From an optimization exercise on the open Yosys and OpenROAD flow, aimed at small area, a short achievable clock period and few clock cycles per item; shortcuts taken in it are not production practice. Only simulation tests tie the RTL to the original design; equivalence was not proved. Power is estimated from default activity; no workload was simulated.

Setup of build 18:
Design mult_pipe_mac, start of the top module:
module mult_pipe_mac #(
  parameter int AW    = 18,
  parameter int BW    = 18,
  parameter int LAT   = 3,
  parameter int GUARD = 8
) (
  input  logic                   clk,
  input  logic                   rst,
  input  logic                   in_valid,
  output logic                   in_ready,
  input  logic [AW-1:0]          in_a,
  input  logic [BW-1:0]          in_b,
  input  logic                   in_signed,
  input  logic [1:0]             in_mode,
  output logic                   out_valid,
  input  logic                   out_ready,
  output logic [AW+BW+GUARD-1:0] out_data,
  output logic                   out_ovf
);
Settings: LEC_CHECK=0, CAP_MARGIN=20, CORE_MARGIN=2, CORE_UTILIZATION=50, CTS_BUF_LIST=sky130_fd_sc_hd__clkbuf_4 sky130_fd_sc_hd__clkbuf_8, PLACE_DENSITY=0.75, SETUP_SLACK_MARGIN=4.1, SLEW_MARGIN=20, SYNTH_HIERARCHICAL=1; clock period 8.0 ns.
standard.sh (not shown) runs the stock make flow with config.mk's settings and CLKGATE_MAP_FILE= SYNTH_SCRIPT=/design/flow/synth_recipe.tcl, a recipe that flattens the netlist after the stock synthesis.
==> flow/flow/run.sh <==
#!/bin/bash
set -euo pipefail
W=$PWD
RES=$W/orfs/results/$FLOW_PLATFORM/mult_pipe_mac/base
export BUFFER_PORTS_ARGS="-buffer_cell sky130_fd_sc_hd__buf_2"
bash standard.sh synth > synth.log 2>&1
sed -i 's/\bsky130_fd_sc_hd__a22oi_2\b/sky130_fd_sc_hd__a22oi_1/' "$RES/1_2_yosys.v"
touch "$RES/1_2_yosys.v"
grep -c 'sky130_fd_sc_hd__a22oi_1' "$RES/1_2_yosys.v" > downsize.log 2>&1 || true
bash standard.sh finish > layout.log 2>&1
Testbench counts of build 18, summed over its fixed seeds: cycles 32,024, items 32,000.
Input-level comparison between build 9 and build 18:
Settings: removing CTS_BUF_LIST (formerly sky130_fd_sc_hd__clkbuf_4 sky130_fd_sc_hd__clkbuf_8); setting GPL_ROUTABILITY_DRIVEN to 0 for the first time.
## What came out
Comparing build 18 and build 9, the higher worst path required time is on build 18. Build 18 → build 9: clock period minus worst slack fell by 0.10 ns; wire length of the first global-routing pass held steady; fmax climbed 2.6%. Of build 18 and build 9, the lower area growth from synthesis to layout belongs to build 18. Build 9 did not stop at any stage, and its layout met the timing, DRC and antenna checks. Build 18 -> build 9: internal power flat.
Changes in build 58 relative to build 9:
Settings: SETUP_SLACK_MARGIN now 3.8, was 4.1; GPL_ROUTABILITY_DRIVEN no longer set, was 0.
### Flow results
The net switching power of build 58 falls short of that of build 9 by about 0.9%.
Delta (build 58 minus build 9): peak supply drop lower; total met2 wirelength after detailed routing lower; cell-internal power fell by 2.5%; non-clock buffer area fraction after layout shows a reduction of 2.9 points.
The logic depth of the worst path, buffers included in build 58 sits 6 below the value recorded for build 9.
Post-CTS repair timing setup buffer count sits lower in build 58 than in build 9.

* * *

mult_pipe_mac again, from the RTL that the note above started with.
Design mult_pipe_mac, start of the top module:
module mult_pipe_mac #(
  parameter int AW    = 18,
  parameter int BW    = 18,
  parameter int LAT   = 3,
  parameter int GUARD = 8
) (
  input  logic                   clk,
  input  logic                   rst,
  input  logic                   in_valid,
  output logic                   in_ready,
  input  logic [AW-1:0]          in_a,
  input  logic [BW-1:0]          in_b,
  input  logic                   in_signed,
  input  logic [1:0]             in_mode,
  output logic                   out_valid,
  input  logic                   out_ready,
  output logic [AW+BW+GUARD-1:0] out_data,
  output logic                   out_ovf
);
==> flow/config.mk <==
export PLATFORM = sky130hd
export DESIGN_NAME = mult_pipe_mac
export DESIGN_NICKNAME = mult_pipe_mac
export VERILOG_FILES = /design/flow/design.v
export SDC_FILE = /design/flow/constraint.sdc
export NUM_CORES = 4
export LEC_CHECK = 0
export CAP_MARGIN = 20
export CORE_MARGIN = 2
export CORE_UTILIZATION = 40
export SETUP_SLACK_MARGIN = 4.1
export SLEW_MARGIN = 20
export SYNTH_HIERARCHICAL = 1
==> flow/constraint.sdc <==
create_clock -name core_clock -period 8.0 [get_ports {clk}]
set_input_delay 1.6000 -clock core_clock [delete_from_list [all_inputs] [get_ports {clk}]]
set_output_delay 1.6000 -clock core_clock [all_outputs]
set_load 0.01 [all_outputs]
Scripts as last shown in full above: flow/flow/run.sh
Testbench counts at the start, summed over its fixed seeds: cycles 32,024, items 32,000.
Edit:
==> flow/run.sh (new file) <==
#!/bin/bash
# synth_recipe.tcl (not shown) runs the flow's synth.tcl, then flattens the netlist and writes it again
# the make line also repeats each setting of config.mk as NAME=value (left out here)
make -C /OpenROAD-flow-scripts/flow DESIGN_CONFIG=/design/flow/config.mk WORK_HOME=/design/flow/orfs CLKGATE_MAP_FILE= SYNTH_SCRIPT=/design/flow/synth_recipe.tcl finish
- CORE_UTILIZATION: 40 -> 60
- SETUP_SLACK_MARGIN: 4.1 -> 4.3
removed: flow/flow/run.sh
removed: flow/standard.sh
Wire length falls by 4.6%.
Fmax increases by 5.2%.
Clock power falls by about 10%.
Cell area came out higher by 8.3%.
Die area came out lower by 29%.
Total power rose by 5.6%.
Worst hold slack got worse by 0.0075 ns.
Edit:
- CORE_UTILIZATION: 60 -> 40
- SETUP_SLACK_MARGIN: 4.3 -> 4.5
What happened: The changed run finished clean; first-iteration DRC count decreases by about a fifth; via count decreases slightly; area after synthesis is unchanged; cell count increases by roughly a tenth; count of clock-buffer cells in the layout increases by 3; cell area increases by a few percent; utilization decreases by 23 points; worst hold slack gains 0.0078 ns.
Edit:
==> flow/flow/run.sh (new file) <==
#!/bin/bash
set -euo pipefail
W=$PWD
RES=$W/orfs/results/$FLOW_PLATFORM/mult_pipe_mac/base
export BUFFER_PORTS_ARGS="-buffer_cell sky130_fd_sc_hd__buf_2"
bash standard.sh synth > synth.log 2>&1
sed -i 's/\bsky130_fd_sc_hd__a22oi_2\b/sky130_fd_sc_hd__a22oi_1/' "$RES/1_2_yosys.v"
touch "$RES/1_2_yosys.v"
grep -c 'sky130_fd_sc_hd__a22oi_1' "$RES/1_2_yosys.v" > downsize.log 2>&1 || true
bash standard.sh finish > layout.log 2>&1
==> flow/standard.sh (new file) <==
#!/bin/bash
# synth_recipe.tcl (not shown) runs the flow's synth.tcl, then flattens the netlist and writes it again
# the make line also repeats each setting of config.mk as NAME=value (left out here)
make -C /OpenROAD-flow-scripts/flow DESIGN_CONFIG=/design/flow/config.mk WORK_HOME=/design/flow/orfs CLKGATE_MAP_FILE= SYNTH_SCRIPT=/design/flow/synth_recipe.tcl "${@:-finish}"
- CORE_UTILIZATION: 40 -> 50
- PLACE_DENSITY: unset -> 0.75
- SETUP_SLACK_MARGIN: 4.5 -> 4.1
removed: flow/run.sh
After rerunning:
- non-clock buffer count goes down by 34
- cell count goes down by a little under a tenth
- first-iteration DRC count goes up by about a fifth
- hold slack got worse by 0.0089 ns
- routed wire length goes down by roughly a tenth
- worst setup slack got worse by 0.033 ns
- final area goes down by about a fifth
- total power goes down by roughly a tenth
- clock-buffer cell count goes down by 4
- sequential share of layout area goes up by 4.3 points
Edit:
- CORE_UTILIZATION: 50 -> 60
- PLACE_DENSITY: 0.75 -> 0.85
Effect: The new run produced a clean layout; total power went up by 5.1%; sequential power barely changes; final area goes up by 0.60%; hold slack is about the same.
Edit:
- CORE_UTILIZATION: 60 -> 45
- GPL_ROUTABILITY_DRIVEN: unset -> 0
- PLACE_DENSITY: 0.85 -> 0.7
Outcome: The changed run produced a clean layout; setup slack gets worse by 0.021 ns; total power is lower by a few percent; die area goes up by a quarter to a third; routed wire length shrinks slightly; design area is lower slightly; maximum frequency came out lower slightly; non-clock buffer count decreases by 6; sequential power hardly moves.

* * *

mult_pipe_mac, a different RTL version from the one above (not shown whole).
Size: roughly 1,500 cells after synthesis, roughly 220 flip-flops, ~90 I/O pins.
export LEC_CHECK = 0
export CAP_MARGIN = 20
export CORE_MARGIN = 2
export CORE_UTILIZATION = 40
export SETUP_SLACK_MARGIN = 4.4
export SLEW_MARGIN = 20
export SYNTH_HIERARCHICAL = 1
create_clock -name core_clock -period 8.0 [get_ports {clk}]
run.sh (not shown) runs the stock make flow with config.mk's settings and CLKGATE_MAP_FILE= SYNTH_SCRIPT=/design/flow/synth_recipe.tcl, a recipe that flattens the netlist after the stock synthesis.
Stock flow here: none of the scripts above is used.
Testbench counts at the start, summed over its fixed seeds: cycles 32,024, items 32,000.
==> next run, changes <==
Settings changed: SETUP_SLACK_MARGIN 4.4 to 4.8.
=> Sequential cell count stays the same; fmax barely changes; setup slack is worse by 0.012 ns; global-route usage rose by 0.22 points; design area goes up by 2.8%.

## what the ideal ports hide
How much do the figures lean on ideal ports? The routed layouts below were timed once more, with nothing changed but the port constraints. Step 1 sets driving cells, clkbuf_16 on the clock port and buf_2 on the other inputs (assumed; they add their load-dependent delay and slew). Step 2, shift: input delay + t, output delay - t, t = (earliest + latest rising clock arrival at the registers) / 2. This alone moves slack from input paths to output paths. a / b / c = ideal / step 1 / step 2; a / b = the first two.
run	shift t [ns]	slack for setup (ns)	worst setup path after step 2	clock arrival spread, ns	slew at the worst register clock pin (ns)
build 18	0.600	4.032 / 4.032 / 3.924	input to register	0.039 / 0.040	0.07 / 0.07
build 9	0.563	4.133 / 4.133 / 3.984	input to register	0.022 / 0.022	0.06 / 0.06
build 58	0.567	3.859 / 3.859 / 3.859	register to register	0.033 / 0.033	0.07 / 0.07
the first run of note 2	0.592	3.981 / 3.981 / 3.981	register to register	0.026 / 0.026	0.07 / 0.07
the second run of note 2	0.589	4.178 / 4.178 / 4.090	input to register	0.016 / 0.016	0.07 / 0.07
the third run of note 2	0.579	4.136 / 4.136 / 4.136	register to register	0.013 / 0.013	0.06 / 0.06
the fourth run of note 2	0.569	4.103 / 4.103 / 3.892	input to register	0.018 / 0.018	0.06 / 0.06
the fifth run of note 2	0.579	4.057 / 4.057 / 4.057	register to register	0.013 / 0.013	0.07 / 0.07
the sixth run of note 2	0.569	4.036 / 4.036 / 4.007	input to register	0.020 / 0.019	0.06 / 0.06
the first run of note 3	0.601	4.025 / 4.025 / 4.025	register to register	0.015 / 0.015	0.07 / 0.07
the second run of note 3	0.587	4.013 / 4.013 / 4.013	register to register	0.023 / 0.023	0.07 / 0.07
After both steps every run listed still meets setup and hold. The setup slack of the fourth run of note 2, which loses most, moves by 0.000 ns with the drivers and by -0.211 ns with both steps.
